Context: an optimization exercise on an open-source flow, tuned for small area, a short achievable clock period and few clock cycles per item. The choices shown serve that exercise and are no tape-out recipe.
Power is estimated from default activity; no workload was simulated.

==> job 1061: inputs <==
## image_rotate_scatter_address
module image_rotate_scatter_address
#(
    parameter int unsigned PIXEL_BITS = 32
) (
    input  logic                  i_clk,
    input  logic                  i_rst_n,
    input  logic                  i_cfg_wr_en,
    input  logic [IDX_W-1:0]      i_cfg_index,
    input  logic [CFG_W-1:0]      i_cfg_wdata,
    input  logic                  i_in_valid,
    output logic                  o_in_stall,
    input  logic [PIXEL_BITS-1:0] i_pixel_in,
    input  logic                  i_frame_start,
    output logic                  o_out_valid,
    input  logic                  i_out_stall,
    output logic [PIXEL_BITS-1:0] o_pixel_out,
    output logic [POS_W-1:0]      o_dest_col,
    output logic [POS_W-1:0]      o_dest_row,
    output logic [ADDR_W-1:0]     o_byte_address,
    output logic                  o_frame_last,
    output logic                  o_bad_rotation
);
    logic [POS_W-1:0] r_wm1;      
    logic [POS_W-1:0] r_hm1;      
    logic [ROT_W-1:0] r_rot;
    logic [BPP_W-1:0] r_bpp;      
    logic [POS_W-1:0] cfg_dm1;
    logic [BPP_W-1:0] cfg_bpp;
    always_comb begin
        if (i_cfg_wdata == '0) begin
            cfg_dm1 = '0;
        end else if (i_cfg_wdata > CFG_W'(MAX_DIM)) begin
            cfg_dm1 = POS_W'(MAX_DIM - 1);
        end else begin
            cfg_dm1 = POS_W'(i_cfg_wdata - CFG_W'(1));
        end
  ...
export LEC_CHECK = 0
export CAP_MARGIN = 20
export CORE_MARGIN = 2
export CORE_UTILIZATION = 60
export SETUP_SLACK_MARGIN = 5
export SLEW_MARGIN = 20
export TNS_END_PERCENT = 100
create_clock -name core_clock -period 10.0 [get_ports {i_clk}]
run.sh (not shown) runs the stock make flow with config.mk's settings and CLKGATE_MAP_FILE= SYNTH_SCRIPT=/design/flow/synth_recipe.tcl, a recipe that flattens the netlist after the stock synthesis.
==> job 2927 (differences from job 1061) <==
Settings changed: CORE_UTILIZATION 60 to 40, SETUP_SLACK_MARGIN 5 to not set, TNS_END_PERCENT 100 to not set.
==> summary of the runs <==
- Job 1061 produced a clean layout. Job 2927 finished clean.
- In sequential cell count, job 2927 and job 1061 do not differ.
- In job 1061 the final cell count is smaller than in job 2927, by about 7%.
- Setup slack: job 2927 is worse than job 1061 (840 ps).
- Against job 2927, the total power of job 1061 is smaller by about 1%.
- Of job 2927 and job 1061, job 1061 has the higher clock-buffer cell count (gap 3).
==> figures <==
Outcome: job 1061 finished clean; job 2927 finished clean
Combined global-route utilization of all metal layers: job 1061 31.6%; job 2927 22.3%
Combinational Power Share: job 1061 17.4%; job 2927 17.1%
Routed WL: job 1061 40300 um; job 2927 42700 um
CP max-delay cell: job 1061 dfxtp_1; job 2927 nor2b_1
Synthesis-to-layout area growth: job 1061 18.2%; job 2927 18.8%
Latest clock arrival within the worst-skew pair: job 1061 540 ps; job 2927 580 ps
Met2 Usage GRT: job 1061 48.5%; job 2927 35.1%
Area fraction of clock buffers and clock inverters: job 1061 5.06%; job 2927 5.10%
R2r endpoint: job 1061 r_addr[25]; job 2927 r_addr[26]
Number of buffers inserted during clock tree synthesis: job 1061 26; job 2927 27
Function was not checked in any run of this note: the RTL went through the layout flow alone.

* * *

==> wip/maple <==
image_rotate_scatter_address, a different RTL version from the one above (not shown whole).
==> flow/design.v (excerpt) <==
module image_rotate_scatter_address
#(
    parameter int unsigned PIXEL_BITS = 32
) (
    input  logic                  i_clk,
    input  logic                  i_rst_n,
    input  logic                  i_cfg_wr_en,
    input  logic [IDX_W-1:0]      i_cfg_index,
    input  logic [CFG_W-1:0]      i_cfg_wdata,
    input  logic                  i_in_valid,
    output logic                  o_in_stall,
    input  logic [PIXEL_BITS-1:0] i_pixel_in,
    input  logic                  i_frame_start,
    output logic                  o_out_valid,
    input  logic                  i_out_stall,
    output logic [PIXEL_BITS-1:0] o_pixel_out,
    output logic [POS_W-1:0]      o_dest_col,
    output logic [POS_W-1:0]      o_dest_row,
    output logic [ADDR_W-1:0]     o_byte_address,
    output logic                  o_frame_last,
    output logic                  o_bad_rotation
);
clock: 10.0 ns
lec_check: 0
cap_margin: 20
core_margin: 2
core_utilization: 45
setup_slack_margin: 5
slew_margin: 20
tns_end_percent: 0
standard.sh (not shown) runs the stock make flow with config.mk's settings and CLKGATE_MAP_FILE= SYNTH_SCRIPT=/design/flow/synth_recipe.tcl, a recipe that flattens the netlist after the stock synthesis.
==> flow/flow/run.sh <==
#!/bin/bash
set -euo pipefail
CTS='-sink_clustering_enable -repair_clock_nets -dont_use_dummy_load -sink_clustering_size 25 -sink_clustering_max_diameter 60 -buf_list {sky130_fd_sc_hd__clkbuf_8 sky130_fd_sc_hd__clkbuf_16}'
bash standard.sh SETUP_SLACK_MARGIN=7 'BUFFER_PORTS_ARGS=-buffer_cell sky130_fd_sc_hd__buf_2' "CTS_ARGS=$CTS" finish > flow_make.log 2>&1
==> inputs of wip/yarrow, as changes to wip/maple <==
--- a/flow/design.v
+++ b/flow/design.v
@@ -99,12 +99,13 @@
     wire bad    = (r_rot == ROT_INVALID);
     localparam int unsigned DB_W = 17;
     logic [POS_W-1:0]      r_pc, r_pr;         
     logic                  r_pcz;              
     logic                  r_org;              
     logic                  r_zp;               
+    logic                  r_ce, r_re;         
     logic [DB_W-1:0]       r_db;               
     logic [ADDR_W-1:0]     r_k;                
     logic                  r_direct;           
     logic                  r_ov;
     logic                  r_stall;
     logic                  r_sv;
@@ -127,25 +128,32 @@
     logic       r_bit;
     logic       r_a_dbl, r_a_addr, r_a_negb, r_b_b, r_b_db, r_b_k, r_b_dc, r_sub;
     wire                  fs  = r_sv ? r_sfs  : i_frame_start;
     wire [PIXEL_BITS-1:0] pix = r_sv ? r_spix : i_pixel_in;
     wire accept   = i_in_valid && !r_stall;
     wire fs_wait  = fs && !r_org;
-    wire can_load = (!r_ov || !i_out_stall) && !fs_wait;
+    wire can_go   = !r_ov || !i_out_stall;
     wire have     = r_sv || accept;
-    wire load     = can_load && have;
-    wire skid_ld  = accept && !can_load;
+    wire ld_out   = can_go && have;
+    wire load     = ld_out && !fs_wait;
+    wire skid_ld  = accept && !(can_go && !fs_wait);
     wire [POS_W-1:0] pe_c = r_zp ? '0 : r_pc;
     wire [POS_W-1:0] pe_r = r_zp ? '0 : r_pr;
     wire [DIM_W-1:0] wd_x = r_w + {1'b0, ~pe_c};
     wire [DIM_W-1:0] hd_x = r_h + {1'b0, ~pe_r};
     wire [POS_W-1:0] wd   = wd_x[POS_W-1:0];
     wire [POS_W-1:0] hd   = hd_x[POS_W-1:0];
     wire oor    = !wd_x[POS_W] || !hd_x[POS_W];
-    wire colend = (wd == '0);
-    wire rowend = (hd == '0);
+    wire w_is1  = (r_w == DIM_W'(1));
+    wire h_is1  = (r_h == DIM_W'(1));
+    wire colend = r_org ? w_is1 : r_ce;
+    wire rowend = r_org ? h_is1 : r_re;
+    wire wd_is0 = (wd == '0);
+    wire hd_is0 = (hd == '0);
+    wire wd_is1 = (wd == POS_W'(1));
+    wire hd_is1 = (hd == POS_W'(1));
     wire [POS_W-1:0] pc1 = r_zp ? POS_W'(1) : r_pc + POS_W'(1);
     wire [POS_W-1:0] pr1 = r_zp ? POS_W'(1) : r_pr + POS_W'(1);
     logic [POS_W-1:0] dr_s, dc_s;
     always_comb begin
         dr_s = '0; dc_s = '0;
         unique case (r_rot)
@@ -358,12 +366,17 @@
         end
     end
     always_ff @(posedge i_clk) begin
         if (load) begin
             r_pc <= npc;
             r_pr <= npr;
+            r_ce <= colend ? w_is1 : wd_is1;
+            r_re <= colend ? (rowend ? h_is1 : hd_is1) : rowend;
+        end else if (r_busy && r_est == E_FIN) begin
+            r_ce <= wd_is0;
+            r_re <= hd_is0;
         end
     end
     always_ff @(posedge i_clk) begin
         r_idx   <= n_idx;
         r_bit   <= n_bit;
         r_a_dbl  <= n_a_dbl;
@@ -392,26 +405,26 @@
                     r_addr <= '0;
                 end
                 default: begin   
                     r_addr <= add_sum;
                 end
             endcase
-        end else if (load) begin
+        end else if (ld_out) begin
             if (r_org || !r_direct) begin
                 r_addr <= add_sum;
             end
             r_dr   <= dr_s;
             r_dc   <= dc_s;
         end
     end
     always_ff @(posedge i_clk) begin
         if (skid_ld) begin
             r_spix <= i_pixel_in;
             r_sfs  <= i_frame_start;
         end
-        if (load) begin
+        if (ld_out) begin
             r_pix  <= pix;
             r_last <= colend && rowend;
         end
     end
     assign o_in_stall     = r_stall;
     assign o_out_valid    = r_ov;
==> flow/flow/run.sh (replaced) <==
#!/bin/bash
set -euo pipefail
CTS='-sink_clustering_enable -repair_clock_nets -dont_use_dummy_load'
bash standard.sh SETUP_SLACK_MARGIN=7 'BUFFER_PORTS_ARGS=-buffer_cell sky130_fd_sc_hd__buf_2' "CTS_ARGS=$CTS" finish > flow_make.log 2>&1
==> summary of the runs <==
- Against wip/maple, the utilization of wip/yarrow is lower by 0.58 points.
- Critical path depth: wip/yarrow is lower than wip/maple (1).
- Of wip/maple and wip/yarrow, wip/yarrow has the higher via count (gap 0.57%, measured against wip/yarrow).
- Against wip/maple, the register-to-register slack of wip/yarrow is worse by 0.06 ns.
- Of wip/yarrow and wip/maple, wip/yarrow has the higher clock power (gap about 5.5%, measured against wip/maple).
- In wip/maple the clock-buffer cell count is lower than in wip/yarrow, by 2.
==> figures <==
item                                                                     wip/yarrow     wip/maple
Status                                             no timing/DRC/antenna violations  no timing/DRC/antenna violations
Period Utilization, post-route                                                36.4%         35.8%
Num sequential                                                                  246           244
Count of buffering cells on the critical path with inverters included             3             4
Maximum single-stage delay on the critical path                             0.48 ns       0.41 ns
Part of the Yosys area used for sequential elements                           45.2%         45.6%
Netlist Area Pre-Place                                                 14,500 sq um  14,200 sq um
Post-DP HPWL                                                                30.4 mm       30.7 mm
Share of power burned in registers                                            42.5%         44.7%
Count of fill cells added during filler insertion                             2,824         2,781
Met2 Wirelength                                                             20.3 mm       21.2 mm
Metal3 WL                                                                   3.07 mm       2.92 mm
Number of nets in the layout                                                  1,752         1,744
Function was not checked in any run of this note: the RTL went through the layout flow alone.

port drivers added, routing unchanged:
No port has a modelled driver above. Below, the same layouts with a new extraction and two added sets of constraints.
Step 1, drivers: a clkbuf_16 drives i_clk and a buf_2 each remaining input, both assumed.
Step 2 moves the port delays by t, midway between the first and last clock arrival at a register: inputs arrive t later, outputs are due t later. That takes back most of the time a late clock gives input paths.
a / b / c = ideal ports / drivers / drivers and shift; a / b = the first two.
| run | shift t [ns] | slack for setup (ns) | worst hold slack (ns) | pins driven straight from the clock port |
|---|---|---|---|---|
| job 1061 | 0.587 | 5.307 / 5.307 / 4.963 | 0.477 / 0.477 / 0.477 | 1 |
| job 2927 | 0.617 | 4.466 / 4.466 / 4.466 | 0.481 / 0.481 / 0.481 | 1 |
| wip/maple | 0.574 | 6.417 / 6.417 / 5.924 | 0.464 / 0.464 / 0.464 | 1 |
| wip/yarrow | 0.584 | 6.357 / 6.357 / 5.957 | 0.489 / 0.489 / 0.489 | 1 |
After both steps every run listed still meets setup and hold. For wip/maple, which loses most, drivers alone change the setup slack by 0.000 ns; drivers and shift together by -0.493 ns.
